Source: an optimization exercise on an open RTL-to-GDS flow (aim: small area). Production flows keep margins and buffers that such runs may drop. Where RTL was checked, it was by simulation tests only, not by an equivalence proof against the original.

==> inputs of job 9885 <==
==> flow/design.v (excerpt) <==
module fos_tdm_sched #(
    parameter int NCH = 4,
    parameter int DW  = 32,
    parameter int CW  = 11,
    localparam int CHW = $clog2(NCH)
) (
    input  logic              clk,
    input  logic              reset,
    input  logic [NCH-1:0]    in_valid,
    input  logic [NCH*DW-1:0] in_data,
    output logic [NCH-1:0]    in_ready,
    output logic              out_valid,
    output logic [DW-1:0]     out_data,
    output logic [CHW-1:0]    out_ch,
    input  logic              out_ready,
    input  logic              cfg_we,
    input  logic              cfg_clr,
    input  logic [CHW-1:0]    cfg_ch,
    input  logic [CW-1:0]     cfg_a1,
    input  logic [CW-1:0]     cfg_b1
);
Settings: LEC_CHECK=0, ABC_AREA=1, CAP_MARGIN=20, CORE_MARGIN=2, CORE_UTILIZATION=65, GPL_TIMING_DRIVEN=1, PLACE_DENSITY=0.75, SLEW_MARGIN=20; clock period 11.0 ns.
standard.sh (not shown) runs the stock make flow with config.mk's settings and CLKGATE_MAP_FILE= SYNTH_SCRIPT=/design/flow/synth_recipe.tcl, a recipe that flattens the netlist after the stock synthesis.
==> flow/flow/run.sh <==
#!/bin/bash
set -euo pipefail
KNOBS=(
  "BUFFER_PORTS_ARGS=-buffer_cell sky130_fd_sc_hd__buf_1"
  "CTS_ARGS=-sink_clustering_enable -repair_clock_nets -dont_use_dummy_load -sink_clustering_size 24 -sink_clustering_max_diameter 150 -buf_list {sky130_fd_sc_hd__clkbuf_8 sky130_fd_sc_hd__clkbuf_16}"
)
bash standard.sh "${KNOBS[@]}" synth > standard_synth.log 2>&1

RES=orfs/results/sky130hd/fos_tdm_sched/base
LIB=$FLOW_HOME/platforms/sky130hd/lib/sky130_fd_sc_hd__tt_025C_1v80.lib
YOSYS=$FLOW_HOME/../tools/install/yosys/bin/yosys
[[ -x $YOSYS ]] || YOSYS=yosys
cp $RES/1_2_yosys.v $RES/1_2_yosys_standard.v
cat > resyn.ys <<EOF
read_liberty -ignore_miss_func $LIB
read_verilog $RES/1_2_yosys_standard.v
hierarchy -top $FLOW_TOP
setattr -mod -set blackbox 1 sky130_fd_sc_hd__fa_1 sky130_fd_sc_hd__ha_1 sky130_fd_sc_hd__edfxtp_1 sky130_fd_sc_hd__dfxtp_1 sky130_fd_sc_hd__conb_1
flatten
delete t:\$scopeinfo
opt_clean
abc -liberty $LIB -dont_use *lpflow* -dont_use *probe* -script +strash;dch;amap;topo
opt_clean
hilomap -singleton -hicell sky130_fd_sc_hd__conb_1 HI -locell sky130_fd_sc_hd__conb_1 LO
setundef -zero
splitnets
opt_clean -purge
stat -liberty $LIB
write_verilog -noattr -nohex -nodec $RES/1_2_yosys.v
EOF
$YOSYS -l resyn.log resyn.ys > /dev/null 2>&1
rm -f $RES/1_synth.odb $RES/1_synth.sdc
bash standard.sh "${KNOBS[@]}" finish > standard.log 2>&1
==> job 3720 (differences from job 9885) <==
--- a/flow/design.v
+++ b/flow/design.v
@@ -20,38 +20,42 @@
     input  logic [CW-1:0]     cfg_b1
 );
     logic [CW-1:0]  a1_q    [NCH];
     logic [CW-1:0]  b1_q    [NCH];
     logic [DW-1:0]  xprev_q [NCH];
     logic [DW-1:0]  yprev_q [NCH];
     logic [NCH-1:0] hz_q, cz_q;
-    logic [NCH-1:0] rr_q;
+    logic [CHW-1:0] rr_q;
     logic           out_valid_q;
     logic [DW-1:0]  out_data_q;
     logic [CHW-1:0] out_ch_q;
     logic           slot_free;
     logic           grant_found;
     logic [CHW-1:0] grant_idx;
+    logic [CHW-1:0] idx;
     logic [NCH-1:0] gsel;
     logic           accept;
     logic [DW-1:0]  x, xp, yp;
     logic [CW-1:0]  a1, b1;
     logic [DW-1:0]  y;
     assign slot_free = !out_valid_q || out_ready;
     always_comb begin
-        gsel = '0;
-        for (int s = 0; s < NCH; s++)
-            if (rr_q[s])
-                for (int i = NCH - 1; i >= 0; i--)
-                    if (in_valid[(s + i) % NCH])
-                        gsel = NCH'(1) << ((s + i) % NCH);
-        grant_found = |in_valid;
-        grant_idx   = {gsel[3] | gsel[2], gsel[3] | gsel[1]};
+        grant_found = 1'b0;
+        grant_idx   = '0;
+        idx         = '0;
+        for (int i = 0; i < NCH; i++) begin
+            idx = rr_q + CHW'(i);
+            if (!grant_found && in_valid[idx]) begin
+                grant_found = 1'b1;
+                grant_idx   = idx;
+            end
+        end
     end
     assign accept   = reset && slot_free && grant_found;
+    assign gsel     = grant_found ? ({{(NCH-1){1'b0}}, 1'b1} << grant_idx) : '0;
     assign in_ready = accept ? gsel : '0;
     always_comb begin
         x  = '0;
         xp = '0;
         yp = '0;
         a1 = '0;
         b1 = '0;
@@ -1019,18 +1023,18 @@
     assign {c301, s301} = s236 + c268 + s269;
     wire s302 = s238 ^ c269 ^ s270;
     wire [31:0] ra = {s302, s301, s300, s299, s298, s297, s296, s295, s294, s293, s292, s291, s290, s289, s288, s287, s286, s285, s284, s283, s282, s281, s280, s279, s278, s277, s276, s275, s274, s273, s272, s271};
     wire [31:0] rb = {c301, c300, c299, c298, c297, c296, c295, c294, c293, c292, c291, c290, c289, c288, c287, c286, c285, c284, c283, c282, c281, c280, c279, c278, c277, c276, c275, c274, c273, c272, c271, s239};
     assign y = ra + rb;
     always_ff @(posedge clk) begin
         if (!reset) begin
-            rr_q        <= NCH'(1);
+            rr_q        <= '0;
             out_valid_q <= 1'b0;
         end else if (accept) begin
-            rr_q        <= {gsel[NCH-2:0], gsel[NCH-1]};
+            rr_q        <= grant_idx + CHW'(1);
             out_valid_q <= 1'b1;
         end else if (out_ready) begin
             out_valid_q <= 1'b0;
         end
     end
     always_ff @(posedge clk) begin
         if (accept)
@@ -1055,15 +1059,15 @@
                     cz_q[k] <= 1'b0;
             end
         end
     end
     always_ff @(posedge clk) begin
         for (int k = 0; k < NCH; k++) begin
             if (accept && gsel[k]) begin
-                xprev_q[k] <= in_data[k*DW +: DW];
+                xprev_q[k] <= x;
                 yprev_q[k] <= y;
             end
             if (cfg_we && cfg_ch == CHW'(k)) begin
                 a1_q[k] <= cfg_a1;
                 b1_q[k] <= cfg_b1;
             end
         end
==> flow/run.sh (new file) <==
#!/bin/bash
# synth_recipe.tcl (not shown) runs the flow's synth.tcl, then flattens the netlist and writes it again
# the make line also repeats each setting of config.mk as NAME=value (left out here)
make -C /OpenROAD-flow-scripts/flow DESIGN_CONFIG=/design/flow/config.mk WORK_HOME=/design/flow/orfs CLKGATE_MAP_FILE= SYNTH_SCRIPT=/design/flow/synth_recipe.tcl finish
--- a/flow/config.mk
+++ b/flow/config.mk
@@ -5,10 +5,9 @@
 export SDC_FILE = /design/flow/constraint.sdc
 export NUM_CORES = 4
 export LEC_CHECK = 0
 export ABC_AREA = 1
 export CAP_MARGIN = 20
 export CORE_MARGIN = 2
 export CORE_UTILIZATION = 65
-export GPL_TIMING_DRIVEN = 1
-export PLACE_DENSITY = 0.75
+export GPL_TIMING_DRIVEN = 0
 export SLEW_MARGIN = 20
removed: flow/flow/run.sh
removed: flow/standard.sh
==> job 7835 (differences from job 9885) <==
--- a/flow/design.v
+++ b/flow/design.v
@@ -20,38 +20,42 @@
     input  logic [CW-1:0]     cfg_b1
 );
     logic [CW-1:0]  a1_q    [NCH];
     logic [CW-1:0]  b1_q    [NCH];
     logic [DW-1:0]  xprev_q [NCH];
     logic [DW-1:0]  yprev_q [NCH];
     logic [NCH-1:0] hz_q, cz_q;
-    logic [NCH-1:0] rr_q;
+    logic [CHW-1:0] rr_q;
     logic           out_valid_q;
     logic [DW-1:0]  out_data_q;
     logic [CHW-1:0] out_ch_q;
     logic           slot_free;
     logic           grant_found;
     logic [CHW-1:0] grant_idx;
+    logic [CHW-1:0] idx;
     logic [NCH-1:0] gsel;
     logic           accept;
     logic [DW-1:0]  x, xp, yp;
     logic [CW-1:0]  a1, b1;
     logic [DW-1:0]  y;
     assign slot_free = !out_valid_q || out_ready;
     always_comb begin
-        gsel = '0;
-        for (int s = 0; s < NCH; s++)
-            if (rr_q[s])
-                for (int i = NCH - 1; i >= 0; i--)
-                    if (in_valid[(s + i) % NCH])
-                        gsel = NCH'(1) << ((s + i) % NCH);
-        grant_found = |in_valid;
-        grant_idx   = {gsel[3] | gsel[2], gsel[3] | gsel[1]};
+        grant_found = 1'b0;
+        grant_idx   = '0;
+        idx         = '0;
+        for (int i = 0; i < NCH; i++) begin
+            idx = rr_q + CHW'(i);
+            if (!grant_found && in_valid[idx]) begin
+                grant_found = 1'b1;
+                grant_idx   = idx;
+            end
+        end
     end
     assign accept   = reset && slot_free && grant_found;
+    assign gsel     = grant_found ? ({{(NCH-1){1'b0}}, 1'b1} << grant_idx) : '0;
     assign in_ready = accept ? gsel : '0;
     always_comb begin
         x  = '0;
         xp = '0;
         yp = '0;
         a1 = '0;
         b1 = '0;
@@ -1019,18 +1023,18 @@
     assign {c301, s301} = s236 + c268 + s269;
     wire s302 = s238 ^ c269 ^ s270;
     wire [31:0] ra = {s302, s301, s300, s299, s298, s297, s296, s295, s294, s293, s292, s291, s290, s289, s288, s287, s286, s285, s284, s283, s282, s281, s280, s279, s278, s277, s276, s275, s274, s273, s272, s271};
     wire [31:0] rb = {c301, c300, c299, c298, c297, c296, c295, c294, c293, c292, c291, c290, c289, c288, c287, c286, c285, c284, c283, c282, c281, c280, c279, c278, c277, c276, c275, c274, c273, c272, c271, s239};
     assign y = ra + rb;
     always_ff @(posedge clk) begin
         if (!reset) begin
-            rr_q        <= NCH'(1);
+            rr_q        <= '0;
             out_valid_q <= 1'b0;
         end else if (accept) begin
-            rr_q        <= {gsel[NCH-2:0], gsel[NCH-1]};
+            rr_q        <= grant_idx + CHW'(1);
             out_valid_q <= 1'b1;
         end else if (out_ready) begin
             out_valid_q <= 1'b0;
         end
     end
     always_ff @(posedge clk) begin
         if (accept)
@@ -1055,15 +1059,15 @@
                     cz_q[k] <= 1'b0;
             end
         end
     end
     always_ff @(posedge clk) begin
         for (int k = 0; k < NCH; k++) begin
             if (accept && gsel[k]) begin
-                xprev_q[k] <= in_data[k*DW +: DW];
+                xprev_q[k] <= x;
                 yprev_q[k] <= y;
             end
             if (cfg_we && cfg_ch == CHW'(k)) begin
                 a1_q[k] <= cfg_a1;
                 b1_q[k] <= cfg_b1;
             end
         end
==> flow/run.sh (new file) <==
#!/bin/bash
# synth_recipe.tcl (not shown) runs the flow's synth.tcl, then flattens the netlist and writes it again
# the make line also repeats each setting of config.mk as NAME=value (left out here)
make -C /OpenROAD-flow-scripts/flow DESIGN_CONFIG=/design/flow/config.mk WORK_HOME=/design/flow/orfs CLKGATE_MAP_FILE= SYNTH_SCRIPT=/design/flow/synth_recipe.tcl finish
--- a/flow/config.mk
+++ b/flow/config.mk
@@ -6,9 +6,8 @@
 export NUM_CORES = 4
 export LEC_CHECK = 0
 export ABC_AREA = 1
 export CAP_MARGIN = 20
 export CORE_MARGIN = 2
 export CORE_UTILIZATION = 65
 export GPL_TIMING_DRIVEN = 1
-export PLACE_DENSITY = 0.75
 export SLEW_MARGIN = 20
removed: flow/flow/run.sh
removed: flow/standard.sh
==> job 6489 (differences from job 9885) <==
--- a/flow/design.v
+++ b/flow/design.v
@@ -20,34 +20,38 @@
     input  logic [CW-1:0]     cfg_b1
 );
     logic [CW-1:0]  a1_q    [NCH];
     logic [CW-1:0]  b1_q    [NCH];
     logic [DW-1:0]  xprev_q [NCH];
     logic [DW-1:0]  yprev_q [NCH];
     logic [NCH-1:0] hz_q, cz_q;
-    logic [NCH-1:0] rr_q;
+    logic [CHW-1:0] rr_q;
     logic           out_valid_q;
     logic [DW-1:0]  out_data_q;
     logic [CHW-1:0] out_ch_q;
     logic           slot_free;
     logic           grant_found;
     logic [CHW-1:0] grant_idx;
     logic [NCH-1:0] gsel;
     logic           accept;
     logic [DW-1:0]  x, xp, yp;
     logic [CW-1:0]  a1, b1;
     logic [DW-1:0]  y;
     assign slot_free = !out_valid_q || out_ready;
     always_comb begin
-        gsel = '0;
-        for (int s = 0; s < NCH; s++)
-            if (rr_q[s])
-                for (int i = NCH - 1; i >= 0; i--)
-                    if (in_valid[(s + i) % NCH])
-                        gsel = NCH'(1) << ((s + i) % NCH);
+        case (rr_q)
+            2'd0: gsel = in_valid[0] ? 4'b0001 : in_valid[1] ? 4'b0010 :
+                         in_valid[2] ? 4'b0100 : in_valid[3] ? 4'b1000 : 4'b0000;
+            2'd1: gsel = in_valid[1] ? 4'b0010 : in_valid[2] ? 4'b0100 :
+                         in_valid[3] ? 4'b1000 : in_valid[0] ? 4'b0001 : 4'b0000;
+            2'd2: gsel = in_valid[2] ? 4'b0100 : in_valid[3] ? 4'b1000 :
+                         in_valid[0] ? 4'b0001 : in_valid[1] ? 4'b0010 : 4'b0000;
+            default: gsel = in_valid[3] ? 4'b1000 : in_valid[0] ? 4'b0001 :
+                         in_valid[1] ? 4'b0010 : in_valid[2] ? 4'b0100 : 4'b0000;
+        endcase
         grant_found = |in_valid;
         grant_idx   = {gsel[3] | gsel[2], gsel[3] | gsel[1]};
     end
     assign accept   = reset && slot_free && grant_found;
     assign in_ready = accept ? gsel : '0;
     always_comb begin
         x  = '0;
@@ -1019,18 +1023,18 @@
     assign {c301, s301} = s236 + c268 + s269;
     wire s302 = s238 ^ c269 ^ s270;
     wire [31:0] ra = {s302, s301, s300, s299, s298, s297, s296, s295, s294, s293, s292, s291, s290, s289, s288, s287, s286, s285, s284, s283, s282, s281, s280, s279, s278, s277, s276, s275, s274, s273, s272, s271};
     wire [31:0] rb = {c301, c300, c299, c298, c297, c296, c295, c294, c293, c292, c291, c290, c289, c288, c287, c286, c285, c284, c283, c282, c281, c280, c279, c278, c277, c276, c275, c274, c273, c272, c271, s239};
     assign y = ra + rb;
     always_ff @(posedge clk) begin
         if (!reset) begin
-            rr_q        <= NCH'(1);
+            rr_q        <= '0;
             out_valid_q <= 1'b0;
         end else if (accept) begin
-            rr_q        <= {gsel[NCH-2:0], gsel[NCH-1]};
+            rr_q        <= grant_idx + CHW'(1);
             out_valid_q <= 1'b1;
         end else if (out_ready) begin
             out_valid_q <= 1'b0;
         end
     end
     always_ff @(posedge clk) begin
         if (accept)
==> qor.yml <==
status:
  outcome: "finished clean"
cells_and_area:
  num_antenna_cells: 1
  sequential_cell_area_um2: 10600
  final_area_um2: 29500
sta:
  setup_tns_ns: 0
die:
  rows: 73
setup_path:
  rr_startpoint: "rr_q[0]"
  crit_top_cell: "nor2_1"
  r2r_slack_ns: 1.72
grt:
  grt_max_degree: 62
routing:
  dr_total_vias: 22900
  route.met3.wl_um: 12100
min_path:
  hold_start: "hz_q[1]"
place:
  dp_cells: 3230
-- figures above: job 6489

==> qor.yml <==
die:
  rows: 73
cells_and_area:
  final_area_um2: 29800
  num_antenna_cells: 0
setup_path:
  rr_startpoint: "rr_q[2]"
  crit_top_cell: "fa_1"
  r2r_slack_ns: 1.69
status:
  outcome: "finished clean"
place:
  dp_cells: 3250
min_path:
  hold_start: "hz_q[1]"
-- figures above: job 9885

==> qor.yml <==
sta:
  setup_slack_ns: 0.448
  setup_tns_ns: 0
grt:
  grt_pass1_wl_um: 151000
die:
  rows: 77
cells_and_area:
  num_antenna_cells: 2
  final_area_um2: 33600
  sequential_cell_area_um2: 10600
min_path:
  hold_start: "cz_q[2]"
status:
  outcome: "finished clean"
routing:
  route.met3.wl_um: 13200
  dr_total_vias: 25200
  drc: 0
place:
  dp_cells: 3746
setup_path:
  r2r_slack_ns: 1.95
-- figures above: job 7835

==> qor.yml <==
cells_and_area:
  sequential_cell_area_um2: 10600
  num_antenna_cells: 2
  final_area_um2: 34600
routing:
  route.met3.wl_um: 18600
  dr_total_vias: 27700
sta:
  setup_slack_ns: -0.304
  setup_tns_ns: -7.43
  setup_violations: 44
place:
  dp_cells: 3773
status:
  outcome: "finished with violations"
  failed_checks: "setup timing"
grt:
  grt_max_degree: 24
min_path:
  hold_start: "cz_q[2]"
setup_path:
  rr_startpoint: "rr_q[1]"
-- figures above: job 3720

Function not checked in job 9885: the RTL went through the layout flow alone.

[port drivers added, routing unchanged]
In the flow no input, the clock included, has a driving cell. The finished layouts below were timed again as built, in two steps. Step 1: set_driving_cell puts a clkbuf_16 on clk and a buf_2 on each other input, an assumption about the parent block. Step 2 moves the port delays by t, midway between the first and last clock arrival at a register: inputs arrive t later, outputs are due t later. That takes back most of the time a late clock gives input paths. Three values: ideal, step 1, step 2; two values: the first two.
run | shift t [ns] | setup WS [ns] | worst setup path after step 2 | latest minus earliest clock arrival (ns) | slew at the worst register clock pin (ns)
job 9885 | 0.592 | 0.552 / 0.576 / -0.016 | input to register | 0.037 / 0.038 | 0.09 / 0.09
job 3720 | 0.653 | -0.304 / -0.269 / -0.922 | input to register | 0.056 / 0.055 | 0.07 / 0.07
job 7835 | 0.615 | 0.448 / 0.487 / -0.128 | input to register | 0.026 / 0.025 | 0.06 / 0.06
job 6489 | 0.585 | 0.678 / 0.713 / 0.128 | input to register | 0.036 / 0.036 | 0.10 / 0.10
Met with ideal ports but missed after step 2: setup timing in job 9885 and job 7835. The setup slack of job 3720, which loses most, moves by +0.035 ns with the drivers and by -0.618 ns with both steps.
